What follows belongs to an exercise in optimizing a design on an open flow for small area, a short achievable clock period and few clock cycles per item; a production flow would make more cautious choices.
Only simulation tests tie the RTL to the original design; equivalence was not proved.
Power figures rest on the tool's default switching activity, not on a simulated workload.

`config.mk`:
```
export PLATFORM = sky130hd
export DESIGN_NAME = linear_scan_min_priority_queue_top
export DESIGN_NICKNAME = linear_scan_min_priority_queue_top
export VERILOG_FILES = /design/flow/design.v
export SDC_FILE = /design/flow/constraint.sdc
export NUM_CORES = 4
export LEC_CHECK = 0
export CAP_MARGIN = 20
export CORE_MARGIN = 2
export CORE_UTILIZATION = 40
export SLEW_MARGIN = 20
```
`constraint.sdc`:
```
create_clock -name core_clock -period 5.0 [get_ports {clock}]
set_input_delay 1.0000 -clock core_clock [delete_from_list [all_inputs] [get_ports {clock}]]
set_output_delay 1.0000 -clock core_clock [all_outputs]
set_load 0.01 [all_outputs]
```
`run.sh`:
```
#!/bin/bash
# synth_recipe.tcl (not shown) runs the flow's synth.tcl, then flattens the netlist and writes it again
# the make line also repeats each setting of config.mk as NAME=value (left out here)
make -C /OpenROAD-flow-scripts/flow DESIGN_CONFIG=/design/flow/config.mk WORK_HOME=/design/flow/orfs CLKGATE_MAP_FILE= SYNTH_SCRIPT=/design/flow/synth_recipe.tcl finish
```
`design.v`:
```
package lsmpq_pkg;
   localparam int DEPTH      = 64;
   localparam int BOARD_BITS = 36;
   localparam int BOARD_W    = 36;   
   localparam int KEY_W      = 8;
   localparam int ADDR_W     = $clog2(DEPTH);
   localparam int CNT_W      = $clog2(DEPTH + 1);
   localparam int WIDE_W     = (BOARD_BITS > BOARD_W) ? BOARD_BITS : BOARD_W;
   localparam logic [CNT_W-1:0] DEPTH_CNT = CNT_W'(DEPTH);
   typedef enum logic [1:0] {
      REQ_PUSH     = 2'd0,
      REQ_POP      = 2'd1,
      REQ_CONTAINS = 2'd2
   } req_code_type;
   localparam logic [1:0] STATUS_OK    = 2'd0;
   localparam logic [1:0] STATUS_EMPTY = 2'd1;
   localparam logic [1:0] STATUS_FULL  = 2'd2;
   typedef struct packed {
      logic [KEY_W-1:0]      key;
      logic [BOARD_BITS-1:0] board;
   } entry_type;
   typedef struct packed {
      logic              en;
      logic [ADDR_W-1:0] addr;
      entry_type         data;
   } store_wr_type;
   function automatic logic [BOARD_BITS-1:0] to_store(input logic [BOARD_W-1:0] b);
      logic [WIDE_W-1:0] wide;
      wide = '0;
      wide[BOARD_W-1:0] = b;
      to_store = wide[BOARD_BITS-1:0];
   endfunction
   function automatic logic [BOARD_W-1:0] from_store(input logic [BOARD_BITS-1:0] s);
      logic [WIDE_W-1:0] wide;
      wide = '0;
      wide[BOARD_BITS-1:0] = s;
      from_store = wide[BOARD_W-1:0];
   endfunction
endpackage
module lsmpq_store (
   input  logic                                clock,
   input  logic                                reset,
   input  logic                                push,       
   input  logic                                pop,        
   input  logic [lsmpq_pkg::KEY_W-1:0]         in_key,
   input  logic [lsmpq_pkg::BOARD_BITS-1:0]    in_board,
   output logic [lsmpq_pkg::DEPTH-1:0]         valid,
   output logic [lsmpq_pkg::KEY_W-1:0]         head_key,
   output logic [lsmpq_pkg::BOARD_BITS-1:0]    head_board,
   output logic [lsmpq_pkg::DEPTH-1:0]         match
);
   localparam int DEPTH   = lsmpq_pkg::DEPTH;
   localparam int KEY_W   = lsmpq_pkg::KEY_W;
   localparam int BOARD_W = lsmpq_pkg::BOARD_BITS;
   logic [KEY_W-1:0]   key_ff   [0:DEPTH-1];
   logic [BOARD_W-1:0] board_ff [0:DEPTH-1];
   logic [DEPTH-1:0]   valid_ff;
   logic [DEPTH-1:0]   gt;        
   assign valid      = valid_ff;
   assign head_key   = key_ff[0];
   assign head_board = board_ff[0];
   genvar i;
   generate
      for (i = 0; i < DEPTH; i++) begin : g_slot
         assign gt[i]    = !valid_ff[i] || (key_ff[i] > in_key);
         assign match[i] = valid_ff[i] && (board_ff[i] == in_board);
         always_ff @(posedge clock) begin
            if (reset) begin
               valid_ff[i] <= 1'b0;
            end else if (pop) begin
               valid_ff[i] <= (i == DEPTH - 1) ? 1'b0 : valid_ff[(i + 1) % DEPTH];
            end else if (push) begin
               valid_ff[i] <= (i == 0) ? 1'b1 : valid_ff[(i + DEPTH - 1) % DEPTH];
            end
         end
         always_ff @(posedge clock) begin
            if (pop) begin
               if (i != DEPTH - 1) begin
                  key_ff[i]   <= key_ff[(i + 1) % DEPTH];
                  board_ff[i] <= board_ff[(i + 1) % DEPTH];
               end
            end else if (push && gt[i]) begin
               if (i == 0 || !gt[(i + DEPTH - 1) % DEPTH]) begin
                  key_ff[i]   <= in_key;
                  board_ff[i] <= in_board;
               end else begin
                  key_ff[i]   <= key_ff[(i + DEPTH - 1) % DEPTH];
                  board_ff[i] <= board_ff[(i + DEPTH - 1) % DEPTH];
               end
            end
         end
      end
   endgenerate
endmodule
module linear_scan_min_priority_queue_top (
   input  logic                              clock,
   input  logic                              reset,
   input  logic                              req_valid,
   output logic                              req_ready,
   input  logic [1:0]                        req_type,
   input  logic [lsmpq_pkg::BOARD_W-1:0]     req_board_code,
   input  logic [lsmpq_pkg::KEY_W-1:0]       req_entry_key,
   output logic                              rsp_valid,
   input  logic                              rsp_ready,
   output logic [lsmpq_pkg::BOARD_W-1:0]     rsp_out_board,
   output logic [lsmpq_pkg::KEY_W-1:0]       rsp_out_key,
   output logic                              rsp_found,
   output logic [1:0]                        rsp_status,
   output logic                              rsp_now_empty
);
   localparam int DEPTH = lsmpq_pkg::DEPTH;
   logic                             r_valid_ff;
   logic [1:0]                       r_type_ff;
   logic [lsmpq_pkg::KEY_W-1:0]      r_key_ff;
   logic [lsmpq_pkg::BOARD_BITS-1:0] r_board_ff;
   typedef struct packed {
      logic [lsmpq_pkg::BOARD_W-1:0] board;
      logic [lsmpq_pkg::KEY_W-1:0]   key;
      logic                          found;
      logic [1:0]                    status;
      logic                          now_empty;
   } rsp_type;
   logic    out_valid_ff, skid_valid_ff;
   rsp_type out_ff, skid_ff, res;
   logic             exec;
   logic             is_push, is_pop, is_contains;
   logic             full, empty;
   logic             do_push, do_pop;
   logic [DEPTH-1:0] valid, match;
   logic [lsmpq_pkg::KEY_W-1:0]      head_key;
   logic [lsmpq_pkg::BOARD_BITS-1:0] head_board;
   assign exec        = r_valid_ff && !skid_valid_ff;
   assign req_ready   = !r_valid_ff || !skid_valid_ff;
   assign is_push     = (r_type_ff == lsmpq_pkg::REQ_PUSH);
   assign is_pop      = (r_type_ff == lsmpq_pkg::REQ_POP);
   assign is_contains = (r_type_ff == lsmpq_pkg::REQ_CONTAINS);
   assign full        = valid[DEPTH-1];
   assign empty       = !valid[0];
   assign do_push     = exec && is_push && !full;
   assign do_pop      = exec && is_pop;
   lsmpq_store u_store (
      .clock      (clock),
      .reset      (reset),
      .push       (do_push),
      .pop        (do_pop),
      .in_key     (r_key_ff),
      .in_board   (r_board_ff),
      .valid      (valid),
      .head_key   (head_key),
      .head_board (head_board),
      .match      (match)
   );
   always_comb begin
      res           = '0;
      res.now_empty = empty;
      if (is_push) begin
         if (full) res.status = lsmpq_pkg::STATUS_FULL;
         res.now_empty = 1'b0;
      end else if (is_pop) begin
         if (empty) begin
            res.status = lsmpq_pkg::STATUS_EMPTY;
         end else begin
            res.key       = head_key;
            res.board     = lsmpq_pkg::from_store(head_board);
            res.now_empty = !valid[1];
         end
      end else if (is_contains) begin
         res.found = |match;
      end
   end
   assign rsp_valid     = out_valid_ff;
   assign rsp_out_board = out_ff.board;
   assign rsp_out_key   = out_ff.key;
   assign rsp_found     = out_ff.found;
   assign rsp_status    = out_ff.status;
   assign rsp_now_empty = out_ff.now_empty;
   always_ff @(posedge clock) begin
      if (reset) begin
         r_valid_ff    <= 1'b0;
         out_valid_ff  <= 1'b0;
         skid_valid_ff <= 1'b0;
      end else begin
         if (req_ready) r_valid_ff <= req_valid;
         if (!out_valid_ff || rsp_ready) begin
            out_valid_ff  <= skid_valid_ff || exec;
            skid_valid_ff <= 1'b0;
         end else if (exec) begin
            skid_valid_ff <= 1'b1;
         end
      end
   end
   always_ff @(posedge clock) begin
      if (req_ready) begin
         r_type_ff  <= req_type;
         r_key_ff   <= req_entry_key;
         r_board_ff <= lsmpq_pkg::to_store(req_board_code);
      end
      if (!out_valid_ff || rsp_ready) begin
         out_ff <= skid_valid_ff ? skid_ff : res;
      end else if (exec) begin
         skid_ff <= res;
      end
   end
endmodule
```
==> run notes, run 1 <==
----------------------------------------------------
[STA]
  Worst slew pin tran ... 1.35 ns
  Timing-limited maximum frequency ... 0.204 GHz
  Hold WS ... 0.526 ns
  Hold Violations, Final ... 0
  Final Max Slew Viols ... 0
  Final count of negative-setup-slack endpoints ... 0
  RSZ-0062 raised after global routing ... no
  Period minus WS final ... between 4 and 5 ns
  Slew HR ... 0.0942
  Final worst path period share ... 0.980
  Worst Clk Skew ... 0.0812 ns
  Final-layout setup total negative slack ... 0 ns

[Floorplan]
  Starting Density ... 0.401
  Number of primary I/O pins ... 100
  Floorplan die width ... between 600 and 700 µm
  Die outline area ... 476000 µm²
  Standard cell core area ... ~470000 µm²
  Number of rows created at floorplan ... around 250
  Vertical extent of the die ... 690 µm

[Setup path]
  Maximum cell stage delay along the critical path ... between 0.7 and 0.8 ns
  Crit-path cells ... buf_4 -> buf_4 -> buf_4 -> xnor2_2 -> o21ai_0 -> clkbuf_4 -> or4_1 -> nor3_1 -> buf_4 -> a2111oi_2 -> buf_4 -> nand4_1 -> buf_4 -> or4_1 -> buf_4 -> a32o_1
  Data required time of the worst path ... 5.78 ns
  Sum of buffers and inverters on the critical path ... 8
  Crit end category ... flip-flop
  Dominant delay contributor by cell family on the critical path ... buffers and inverters
  Type of origin of the critical path ... flip-flop
  Cell at the slowest stage of the critical path ... sky130_fd_sc_hd__a2111oi_2
  CP Class ... flip-flop to flip-flop
  Data arrival time at the worst-slack endpoint ... 5.68 ns
  Most Frequent Cell on Critical Path ... sky130_fd_sc_hd__buf_4
  Worst Path Max Fanout ... 15

[Drt]
  Remaining design rule violation count ... 0
  Average routed wire per standard cell ... 32.2 µm
  Vias after detailed routing ... approximately 150k
  Wire length reported by the detailed router ... 773 mm
  Number of violations reported at the end of detailed-routing iteration 0 ... 20400
  Average vias per placed instance ... 6.17
  Total iterations of the first detailed-routing run ... 7
  Final antenna-violating net count ... 0

[Placement]
  Placed Area ... roughly 200000 µm²
  Half-perimeter wire length of the detailed placement result ... between 500 and 600 mm
  Placer's final routability congestion estimate ... 0.998
  Buffers on Ports ... 99

[Power]
  Leakage ... 66.2 nW
  Post-route total power ... 64.8 mW
  Ratio of total power to cell area ... 306 nW/µm²
  Fraction of power consumed by combinational cells ... 0.121
  Peak supply drop ... 266 µV
  Share of power burned in the clock network ... 0.408
  Reported net switching power ... around 18 mW
  Pint ... 46.6 mW
  Fraction of power consumed by sequential logic ... 0.471
  Switching share of power ... 0.281

[Clocking]
  Clock latency reported for the late side of the worst-skew pair ... 1.03 ns
  Number of hold buffers added after cts ... 0
  Num CTS Buffers ... 362
  Library cell used as clock root buffer ... sky130_fd_sc_hd__clkbuf_16
  Clock-pin slew on the worst setup and hold paths ... 0.06 ns
  Sinks on Clock Net ... 3025
  Max Root-Sink Buffers ... 4
  CTS H-Tree Depth ... 5
  Post-CTS setup buffers ... 0
  Cts repair resizes ... 0
  CTS tree ... yes

[Worst hold path]
  Hold crit path type ... flip-flop to flip-flop

[GRT]
  Total routing usage reported by global routing ... 0.310
  Initial antenna violation count ... 32
  Pin count of the biggest net entering global routing ... ~150
  Vias in the first global route ... 141000
  GR Overflow Total ... 0
  First-pass GRT wire length ... 1080 mm

[Logic synthesis]
  Count of cell types in the netlist ... 53
  Portion of the post-synthesis area used by sequential elements ... 0.479
  Syn avg cell area ... 10.5 µm²
  Synthesis Warnings ... 4
  Synthesized netlist net count ... about 18000
  Async SR Flop Fraction ... 0
  Gate count after technology mapping ... 17900
  Number of enable-type register cells in the synthesized netlist ... 2958
  Main flop type after synthesis ... sky130_fd_sc_hd__edfxtp_1
  Number of register bits inferred by synthesis ... 3025
  Area of the mapped netlist ... 188000 µm²

[Final layout]
  Fin util ... 0.451
  Register cell area after layout ... 90200 µm²
  Area delta synth->final ... 12.5%
  Final-stage net count ... 18100
  Fillers ... between 40000 and 50000
  Post-route standard cell area excluding fillers ... between 200000 and 250000 µm²
  Multi-input gate area ... ~90000 µm²
  Layout cell share with drive strength beyond 1 ... 0.0875

[Run status]
  Status ... timing/DRC/antenna clean

[Run]
  Number of max-cap violations ... 0

----------------------------------------------------
-- worst reg2reg max path: cells and delay by family, from the launching register on --
kind                   cells  cell delay, ns
AO/OA/AOI/OAI              3            1.21
XOR/XNOR                   1            0.34
buffers and inverters      8            1.88
flip-flops                 1            0.37
AND/OR/NAND/NOR            4            0.85
-- cell usage in the layout, fill, tap and decap left out, types with 20 or more instances in the layout --
| cell | instances |
|---|---|
| sky130_fd_sc_hd__edfxtp_1 | 2958 |
| sky130_fd_sc_hd__nand2_1 | 2944 |
| sky130_fd_sc_hd__o21ai_0 | 2882 |
| sky130_fd_sc_hd__mux2i_1 | 2728 |
| sky130_fd_sc_hd__xor2_1 | 1830 |
| sky130_fd_sc_hd__ha_1 | 504 |
| sky130_fd_sc_hd__buf_4 | 487 |
| sky130_fd_sc_hd__nor4_1 | 448 |
| sky130_fd_sc_hd__xnor2_1 | 439 |
| sky130_fd_sc_hd__clkbuf_16 | 367 |
| sky130_fd_sc_hd__nand4_1 | 320 |
| sky130_fd_sc_hd__buf_12 | 254 |
| sky130_fd_sc_hd__a21oi_1 | 129 |
| sky130_fd_sc_hd__a21o_1 | 125 |
| sky130_fd_sc_hd__clkdlybuf4s50_1 | 98 |
| sky130_fd_sc_hd__clkbuf_1 | 97 |
| sky130_fd_sc_hd__inv_1 | 95 |
| sky130_fd_sc_hd__nor3_1 | 91 |
| sky130_fd_sc_hd__mux2_2 | 89 |
| sky130_fd_sc_hd__nor2_1 | 72 |
| sky130_fd_sc_hd__nand3_1 | 69 |
| sky130_fd_sc_hd__nand2b_1 | 67 |
| sky130_fd_sc_hd__dfxtp_1 | 66 |
| sky130_fd_sc_hd__nor2b_1 | 63 |
| sky130_fd_sc_hd__o21ai_4 | 63 |
| sky130_fd_sc_hd__a311oi_1 | 63 |
| sky130_fd_sc_hd__or2_2 | 62 |
| sky130_fd_sc_hd__a21boi_4 | 61 |
| sky130_fd_sc_hd__clkinv_2 | 60 |
| sky130_fd_sc_hd__clkinv_1 | 57 |
| sky130_fd_sc_hd__and2_1 | 44 |
| sky130_fd_sc_hd__bufinv_16 | 20 |
-- cells in the mapped netlist (52+ instances only) --
cell	count	area share
sky130_fd_sc_hd__nand4_1	320	0.011
sky130_fd_sc_hd__o21ai_0	2944	0.078
sky130_fd_sc_hd__dfxtp_1	67	0.0071
sky130_fd_sc_hd__mux2_2	89	0.0053
sky130_fd_sc_hd__a21o_1	126	0.0050
sky130_fd_sc_hd__nor4_1	451	0.015
sky130_fd_sc_hd__nor2b_1	63	0.0021
sky130_fd_sc_hd__a311oi_1	63	0.0029
sky130_fd_sc_hd__a21oi_1	130	0.0035
sky130_fd_sc_hd__buf_4	146	0.0058
sky130_fd_sc_hd__nand3_1	69	0.0018
sky130_fd_sc_hd__nor2_1	75	0.0015
sky130_fd_sc_hd__xor2_1	1830	0.085
sky130_fd_sc_hd__mux2i_1	2728	0.14
sky130_fd_sc_hd__buf_6	52	0.0031
sky130_fd_sc_hd__nand2b_1	68	0.0023
sky130_fd_sc_hd__buf_2	66	0.0018
sky130_fd_sc_hd__nor3_1	109	0.0029
sky130_fd_sc_hd__edfxtp_1	2958	0.47
sky130_fd_sc_hd__inv_1	102	0.0020
sky130_fd_sc_hd__clkbuf_1	1000	0.020
sky130_fd_sc_hd__ha_1	504	0.033
sky130_fd_sc_hd__buf_1	286	0.0057
sky130_fd_sc_hd__or2_2	63	0.0021
sky130_fd_sc_hd__a21boi_0	61	0.0024
sky130_fd_sc_hd__xnor2_1	440	0.020
sky130_fd_sc_hd__nand2_1	2945	0.059
-- per-layer routing --
metal / vias up / wire, µm / track usage
met5: - / 239 / 0.000800
met2: 8822 / 336000 / 0.470
met3: 1910 / 81300 / 0.0645
met4: 28 / 50900 / 0.170
li1: 63600 / - / -
met1: 73900 / 305000 / 0.415
-- sequential cells by signal, summed over array words and instances, names as in the netlist --
register          count
r_key_ff              8
r_board_ff           36
out_valid_ff          1
out_ff               48
r_type_ff             2
u_store.valid_ff     64
u_store.board_ff   2304
u_store.key_ff      512
r_valid_ff            1
skid_valid_ff         1
skid_ff              48
-- stage by stage --
step,worst slack (ns),instances
finish,0.100,24000
global route,0.213,24000
CTS,0.249,24000
detailed placement,0.260,23400
global placement,0.0377,23400
floorplan,-0.752,17900
-- cells by family (layout without fill, tap and decap cells) --
kind of cell / after synthesis / in the layout / synth area share
AND/OR/NAND/NOR: 4230 / 4230 / 0.0994
AO/OA/AOI/OAI: 3358 / 3358 / 0.0936
flip-flops: 3025 / 3025 / 0.479
multiplexers: 2817 / 2817 / 0.150
XOR/XNOR: 2271 / 2271 / 0.106
buffers and inverters: 1660 / 1594 / 0.0390
adder cells (fa/ha/maj): 504 / 504 / 0.0335
other: 0 / 9 / 0
-- final timing paths --
| path | from | endpoint | slack [ns] | depth (start not counted) |
|---|---|---|---|---|
| worst min-delay path | u_store.key_ff[63][4] | u_store.key_ff[62][4] | 0.53 | 2 |
| worst min register to register | u_store.key_ff[63][4] | u_store.key_ff[62][4] | 0.53 | 2 |
| worst max-delay path | r_board_ff[15] | out_ff[3] | 0.10 | 16 |
| worst max register to register | r_board_ff[15] | out_ff[3] | 0.10 | 16 |
-- power by group through the flow --
stage	combinational, mW	clock, mW	sequential [mW]
final	7.85	26.4	30.5
after global routing	8.33	27.4	30.5
after CTS	7.69	26.5	30.4
after detailed placement	7.66	0	30.9
after global placement	7.55	0	30.9
after floorplan	4.82	0	30.2
-- cell type report --
cell class | count | share of cell area
timing repair buffer | 841 | 0.0461
tap | 6223 | 0.0367
clock buffer | 480 | 0.0461
sequential | 3025 | 0.426
inverter | 103 | 0.00193
clock inverter | 170 | 0.00724
antenna | 9 | 0.000106
multi-input combinational | 13200 | 0.436
Testbench counts, summed over its fixed seeds: cycles 4,816, items 4,800.
==> run 2: changes to the inputs <==
--- a/design.v
+++ b/design.v
@@ -75,17 +75,34 @@
          end
+         logic             sel_up, sel_dn, sel_new, sel_hold;
+         logic [KEY_W-1:0]   up_key, dn_key;
+         logic [BOARD_W-1:0] up_board, dn_board;
+         if (i == DEPTH - 1) begin : g_top
+            assign up_key   = '0;
+            assign up_board = '0;
+         end else begin : g_mid
+            assign up_key   = key_ff[i + 1];
+            assign up_board = board_ff[i + 1];
+         end
+         if (i == 0) begin : g_bot
+            assign dn_key   = '0;
+            assign dn_board = '0;
+            assign sel_dn   = 1'b0;
+            assign sel_new  = push && gt[i];
+         end else begin : g_upper
+            assign dn_key   = key_ff[i - 1];
+            assign dn_board = board_ff[i - 1];
+            assign sel_dn   = push && gt[i - 1];
+            assign sel_new  = push && gt[i] && !gt[i - 1];
+         end
+         assign sel_up   = pop;
+         assign sel_hold = !pop && !(push && gt[i]);
          always_ff @(posedge clock) begin
-            if (pop) begin
-               if (i != DEPTH - 1) begin
-                  key_ff[i]   <= key_ff[(i + 1) % DEPTH];
-                  board_ff[i] <= board_ff[(i + 1) % DEPTH];
-               end
-            end else if (push && gt[i]) begin
-               if (i == 0 || !gt[(i + DEPTH - 1) % DEPTH]) begin
-                  key_ff[i]   <= in_key;
-                  board_ff[i] <= in_board;
-               end else begin
-                  key_ff[i]   <= key_ff[(i + DEPTH - 1) % DEPTH];
-                  board_ff[i] <= board_ff[(i + DEPTH - 1) % DEPTH];
-               end
-            end
+            key_ff[i]   <= ({KEY_W{sel_up}}     & up_key)
+                         | ({KEY_W{sel_dn}}     & dn_key)
+                         | ({KEY_W{sel_new}}    & in_key)
+                         | ({KEY_W{sel_hold}}   & key_ff[i]);
+            board_ff[i] <= ({BOARD_W{sel_up}}   & up_board)
+                         | ({BOARD_W{sel_dn}}   & dn_board)
+                         | ({BOARD_W{sel_new}}  & in_board)
+                         | ({BOARD_W{sel_hold}} & board_ff[i]);
          end
@@ -111,6 +128,2 @@
    localparam int DEPTH = lsmpq_pkg::DEPTH;
-   logic                             r_valid_ff;
-   logic [1:0]                       r_type_ff;
-   logic [lsmpq_pkg::KEY_W-1:0]      r_key_ff;
-   logic [lsmpq_pkg::BOARD_BITS-1:0] r_board_ff;
    typedef struct packed {
@@ -131,7 +144,7 @@
    logic [lsmpq_pkg::BOARD_BITS-1:0] head_board;
-   assign exec        = r_valid_ff && !skid_valid_ff;
-   assign req_ready   = !r_valid_ff || !skid_valid_ff;
-   assign is_push     = (r_type_ff == lsmpq_pkg::REQ_PUSH);
-   assign is_pop      = (r_type_ff == lsmpq_pkg::REQ_POP);
-   assign is_contains = (r_type_ff == lsmpq_pkg::REQ_CONTAINS);
+   assign req_ready   = !skid_valid_ff;
+   assign exec        = req_valid && !skid_valid_ff;
+   assign is_push     = (req_type == lsmpq_pkg::REQ_PUSH);
+   assign is_pop      = (req_type == lsmpq_pkg::REQ_POP);
+   assign is_contains = (req_type == lsmpq_pkg::REQ_CONTAINS);
    assign full        = valid[DEPTH-1];
@@ -145,4 +158,4 @@
       .pop        (do_pop),
-      .in_key     (r_key_ff),
-      .in_board   (r_board_ff),
+      .in_key     (req_entry_key),
+      .in_board   (lsmpq_pkg::to_store(req_board_code)),
       .valid      (valid),
@@ -178,3 +191,2 @@
       if (reset) begin
-         r_valid_ff    <= 1'b0;
          out_valid_ff  <= 1'b0;
@@ -182,3 +194,2 @@
       end else begin
-         if (req_ready) r_valid_ff <= req_valid;
          if (!out_valid_ff || rsp_ready) begin
@@ -192,7 +203,2 @@
    always_ff @(posedge clock) begin
-      if (req_ready) begin
-         r_type_ff  <= req_type;
-         r_key_ff   <= req_entry_key;
-         r_board_ff <= lsmpq_pkg::to_store(req_board_code);
-      end
       if (!out_valid_ff || rsp_ready) begin
==> run 2 against run 1 <==
  * Still clean on timing, DRC and antenna
  * Sequential power up 76%
  * Fmax up 5.2%
  * Global-route usage grew 1.6 points
  * Worst setup slack gained 0.24 ns
  * Register-to-register slack improved by 0.82 ns
  * Synthesized area shrank 15%
  * Largest power group unchanged
==> run notes, run 2 <==
----------------------------------------------------
[Power]
  Post-route total power ... 109 mW (was 64.8 mW)
  Leakage ... 73.2 nW (was 66.2 nW)
  Peak supply drop ... 356 µV (was 266 µV)
  Ratio of total power to cell area ... 599 nW/µm² (was 306 nW/µm²)

[STA]
  Worst Clk Skew ... 0.0591 ns (was 0.0812 ns)
  Worst slew pin tran ... 1.19 ns (was 1.35 ns)
  Period minus WS final ... 4.66 ns (was 4.90 ns)
  RSZ-0062 raised after global routing ... no (unchanged)
  Final count of negative-setup-slack endpoints ... 0 (unchanged)
  Final Max Slew Viols ... 0 (unchanged)
  Final worst path period share ... 0.932 (was 0.980)
  Timing-limited maximum frequency ... 0.215 GHz (was 0.204 GHz)
  Hold Violations, Final ... 0 (unchanged)
  Slew HR ... 0.209 (was 0.0942)
  Hold WS ... 0.429 ns (was 0.526 ns)

[Logic synthesis]
  Gate count after technology mapping ... 15400 (was 17900)
  Post-Synth XOR/XNOR Area ... 0.123 (was 0.106)
  Post-synthesis adder-cell area fraction ... 0.0393 (was 0.0335)
  Area of the mapped netlist ... 161000 µm² (was 188000 µm²)
  Top post-synthesis cells by count ... sky130_fd_sc_hd__dfxtp_1 (2882), sky130_fd_sc_hd__a22o_1 (2772), sky130_fd_sc_hd__a221o_1 (2729) (was sky130_fd_sc_hd__edfxtp_1 (2958), sky130_fd_sc_hd__nand2_1 (2945), sky130_fd_sc_hd__o21ai_0 (2944))
  Combinational family with the most area after synthesis ... compound AO/OA/AOI/OAI gates (was multiplexers)
  Leading cell type by number of instances after synthesis ... sky130_fd_sc_hd__dfxtp_1 (was sky130_fd_sc_hd__edfxtp_1)
  Ranking of synthesized cells by area ... sky130_fd_sc_hd__dfxtp_1 (36%), sky130_fd_sc_hd__a221o_1 (17%), sky130_fd_sc_hd__a22o_1 (15%), sky130_fd_sc_hd__xor2_1 (8.8%), sky130_fd_sc_hd__ha_1 (3.9%) (was sky130_fd_sc_hd__edfxtp_1 (47%), sky130_fd_sc_hd__mux2i_1 (14%), sky130_fd_sc_hd__xor2_1 (8.5%), sky130_fd_sc_hd__o21ai_0 (7.8%), sky130_fd_sc_hd__nand2_1 (5.9%))
  Area share of the leading cell type in the synthesized netlist ... 0.359 (was 0.472)
  Compound-cell area share of the yosys netlist ... 0.351 (was 0.0936)
  Synthesized netlist net count ... 16000 (was 18400)
  Portion of the post-synthesis area used by sequential elements ... 0.377 (was 0.479)
  Number of enable-type register cells in the synthesized netlist ... 96 (was 2958)
  Async SR Flop Fraction ... 0 (unchanged)
  Yosys top cell by area ... sky130_fd_sc_hd__dfxtp_1 (was sky130_fd_sc_hd__edfxtp_1)
  Syn avg cell area ... 10.4 µm² (was 10.5 µm²)
  Main flop type after synthesis ... sky130_fd_sc_hd__dfxtp_1 (was sky130_fd_sc_hd__edfxtp_1)
  Post-synthesis simple-gate area fraction ... 0.0507 (was 0.0994)
  Number of register bits inferred by synthesis ... 2978 (was 3025)
  Synthesis Warnings ... 4 (unchanged)
  Multiplexer fraction of the synthesized cell area ... 0.00590 (was 0.150)
  Count of cell types in the netlist ... 51 (was 53)

[Floorplan]
  Floorplan die width ... 638 µm (was 690 µm)
  Number of primary I/O pins ... 100 (unchanged)
  Number of rows created at floorplan ... 232 (was 252)
  Starting Density ... 0.402 (was 0.401)
  Standard cell core area ... 400000 µm² (was 470000 µm²)
  Die outline area ... 407000 µm² (was 476000 µm²)
  Vertical extent of the die ... 638 µm (was 690 µm)

[Clocking]
  Number of hold buffers added after cts ... 0 (unchanged)
  CTS tree ... yes (unchanged)
  Clock latency reported for the late side of the worst-skew pair ... 0.99 ns (was 1.03 ns)
  Library cell used as clock root buffer ... sky130_fd_sc_hd__clkbuf_16 (unchanged)
  Num CTS Buffers ... 335 (was 362)
  Cts repair resizes ... 0 (unchanged)
  CTS H-Tree Depth ... 5 (unchanged)
  Post-CTS setup buffers ... 0 (unchanged)
  Max Root-Sink Buffers ... 4 (unchanged)
  Sinks on Clock Net ... 2978 (was 3025)
  Clock-pin slew on the worst setup and hold paths ... 0.06 ns (about the same)

[Setup path]
  Crit-path cells ... clkbuf_8 -> buf_12 -> buf_4 -> xor2_1 -> nor4_1 -> nand3_1 -> nor3_2 -> nor4_1 -> nand4_1 -> or4_1 -> buf_12 -> a22o_1 (was buf_4 -> buf_4 -> buf_4 -> xnor2_2 -> o21ai_0 -> clkbuf_4 -> or4_1 -> nor3_1 -> buf_4 -> a2111oi_2 -> buf_4 -> nand4_1 -> buf_4 -> or4_1 -> buf_4 -> a32o_1)
  Reg2Reg Setup Slack ... 0.92 ns (was 0.10 ns)
  Sum of buffers and inverters on the critical path ... 4 (was 8)
  Cell at the slowest stage of the critical path ... sky130_fd_sc_hd__nor4_1 (was sky130_fd_sc_hd__a2111oi_2)
  Worst Path Max Fanout ... 30 (was 15)
  Crit end category ... flip-flop (unchanged)
  RR Startpoint ... u_store.board_ff[40][29] (was r_board_ff[15])
  Dominant delay contributor by cell family on the critical path ... simple AND/OR/NAND/NOR gates (was buffers and inverters)
  Type of origin of the critical path ... input port (was flip-flop)
  Maximum cell stage delay along the critical path ... 0.88 ns (was 0.77 ns)
  Timing startpoint of the critical path ... req_board_code[31] (was r_board_ff[15])
  CP Class ... input port to flip-flop (was flip-flop to flip-flop)
  Data required time of the worst path ... 5.73 ns (was 5.78 ns)
  Data arrival time at the worst-slack endpoint ... 5.39 ns (was 5.68 ns)

[Drt]
  Average vias per placed instance ... 7.19 (was 6.17)
  Average routed wire per standard cell ... 34.3 µm (was 32.2 µm)
  Remaining design rule violation count ... 0 (unchanged)
  Number of violations reported at the end of detailed-routing iteration 0 ... 21900 (was 20400)
  Vias after detailed routing ... 147000 (was 148000)
  Wire length reported by the detailed router ... 703 mm (was 773 mm)
  Final antenna-violating net count ... 0 (unchanged)
  Total iterations of the first detailed-routing run ... 8 (was 7)

[Placement]
  Half-perimeter wire length of the detailed placement result ... 490 mm (was 554 mm)
  Placer's final routability congestion estimate ... 0.964 (was 0.998)
  Buffers on Ports ... 99 (unchanged)

[Final layout]
  Fillers ... 37100 (was 44200)
  Largest registers ... u_store.board_ff (2304), u_store.key_ff (512), u_store.valid_ff (64) (unchanged)
  Most used cells in the layout excluding fill and tap cells ... sky130_fd_sc_hd__dfxtp_1 (2882), sky130_fd_sc_hd__a22o_1 (2772), sky130_fd_sc_hd__a221o_1 (2729) (was sky130_fd_sc_hd__edfxtp_1 (2958), sky130_fd_sc_hd__nand2_1 (2944), sky130_fd_sc_hd__o21ai_0 (2882))
  Final-stage net count ... 15500 (was 18100)
  Area delta synth->final ... 12.9% (was 12.5%)
  Largest register FFs ... 2304 (unchanged)
  Most common cell after layout, fill and taps aside ... sky130_fd_sc_hd__dfxtp_1 (was sky130_fd_sc_hd__edfxtp_1)
  Fin util ... 0.454 (was 0.451)
  Register name with the most flops ... u_store.board_ff (unchanged)
  Layout cell share with drive strength beyond 1 ... 0.106 (was 0.0875)

[GRT]
  Total routing usage reported by global routing ... 0.327 (was 0.310)
  GR Overflow Total ... 0 (unchanged)
  Pin count of the biggest net entering global routing ... 205 (was 148)
  First-pass GRT wire length ... 1010 mm (was 1080 mm)
  Vias in the first global route ... 134000 (was 141000)
  Initial antenna violation count ... 20 (was 32)

[Worst hold path]
  Hold_sp ... req_board_code[32] (was u_store.key_ff[63][4])
  Hold crit path type ... input port to flip-flop (was flip-flop to flip-flop)

[Run status]
  Status ... timing/DRC/antenna clean (unchanged)

[Run]
  Number of max-cap violations ... 0 (unchanged)

----------------------------------------------------
## run 2: cell count changes after synthesis, moves of 190 or more
cell,previous run,this run
sky130_fd_sc_hd__a221o_1,0,2729
sky130_fd_sc_hd__a22o_1,1,2772
sky130_fd_sc_hd__buf_1,286,14
sky130_fd_sc_hd__buf_2,66,371
sky130_fd_sc_hd__clkbuf_1,1000,1231
sky130_fd_sc_hd__dfxtp_1,67,2882
sky130_fd_sc_hd__edfxtp_1,2958,96
sky130_fd_sc_hd__mux2i_1,2728,44
sky130_fd_sc_hd__nand2_1,2945,128
sky130_fd_sc_hd__o21ai_0,2944,120
sky130_fd_sc_hd__xnor2_1,440,630
sky130_fd_sc_hd__xor2_1,1830,1620
## run 2: kinds of logic (layout without fill, tap and decap cells)
family	after synthesis	count (layout)
AOI/OAI and AO/OA	6223	6223
DFF	2978	2978
muxes	89	89
buffers and inverters	1956	1730
xor gates and xnor gates	2250	2250
adders and majority gates	504	504
other	0	7
and+or+nand+nor	1443	1443
## run 2: area by class of cell
| type | count | area (µm²) | share of cell area |
|---|---|---|---|
| multi-input cells | 10500 | 92800 | 0.512 |
| flip-flops and latches | 2978 | 60600 | 0.334 |
| clock buffers | 507 | 10000 | 0.0553 |
| repair buffers | 942 | 9570 | 0.0528 |
| well taps | 5265 | 6590 | 0.0363 |
| clock inverters | 100 | 1110 | 0.00614 |
| inverters | 181 | 697 | 0.00384 |
| diodes | 7 | 17.5 | 0.0000966 |
## run 2: worst paths after layout
check,to,cells past startpoint
worst max-delay path,out_ff[3],12
worst min-delay path,u_store.board_ff[8][32],2
worst max register to register,out_ff[3],10
worst min register to register,u_store.key_ff[63][2],2
## run 2: metrics by stage
| step | setup TNS (ns) | cells | setup WS [ns] | area (µm²) |
|---|---|---|---|---|
| global route | 0 | 20500 | 0.394 | 181000 |
| floorplan | 0 | 15400 | 0.143 | 161000 |
| detailed placement | -1.08 | 19900 | -0.541 | 170000 |
| CTS | 0 | 20500 | 0.490 | 181000 |
| global placement | -1.13 | 19900 | -0.573 | 170000 |
| finish | 0 | 20500 | 0.342 | 181000 |
## run 2: per-layer routing
metal | routed length [µm] | GRT usage | vias to the layer above
li1 | - | - | 61600
met1 | 287000 | 0.450 | 74300
met2 | 292000 | 0.472 | 9491
met3 | 76200 | 0.0674 | 1894
met4 | 46600 | 0.186 | 22
met5 | 146 | 0 | -
## run 2: report_power, final
part / switching, mW / total, mW / internal [mW]
combinational: 12.8 / 29.1 / 16.3
clock: 11.0 / 25.8 / 14.8
sequential: 19.4 / 53.7 / 34.3
## run 2: worst reg2reg max path: cells and delay by family, from the launching register on
| family | cells | cell delay (ns) |
|---|---|---|
| simple gates | 6 | 2.44 |
| xor+xnor | 1 | 0.48 |
| flops | 1 | 0.43 |
| buf+inv | 2 | 0.34 |
| compound gates | 1 | 0.17 |
Testbench counts of run 2, summed over its fixed seeds: cycles 4,808, items 4,800.

[port drivers added, routing unchanged]
Ports are ideal in the flow. The routed layouts listed here were re-timed in OpenROAD.
Step 1: set_driving_cell puts a clkbuf_16 on clock and a buf_2 on each other input, an assumption about the parent block.
Step 2, shift: input delay + t, output delay - t, t = (earliest + latest rising clock arrival at the registers) / 2. This alone moves slack from input paths to output paths.
a / b / c = ideal ports / drivers / drivers and shift; a / b = the first two.
run | t (ns) | slack for setup (ns) | worst setup path after step 2 | clock arrival spread, ns | worst register clock-pin slew, ns
run 1 | 1.132 | 0.100 / 0.100 / 0.100 | register to register | 0.088 / 0.088 | 0.07 / 0.07
run 2 | 1.083 | 0.342 / 0.416 / -0.666 | input to register | 0.083 / 0.083 | 0.07 / 0.07
Met with ideal ports but missed after step 2: setup timing in run 2. The setup slack of run 2, which loses most, moves by +0.074 ns with the drivers and by -1.008 ns with both steps.
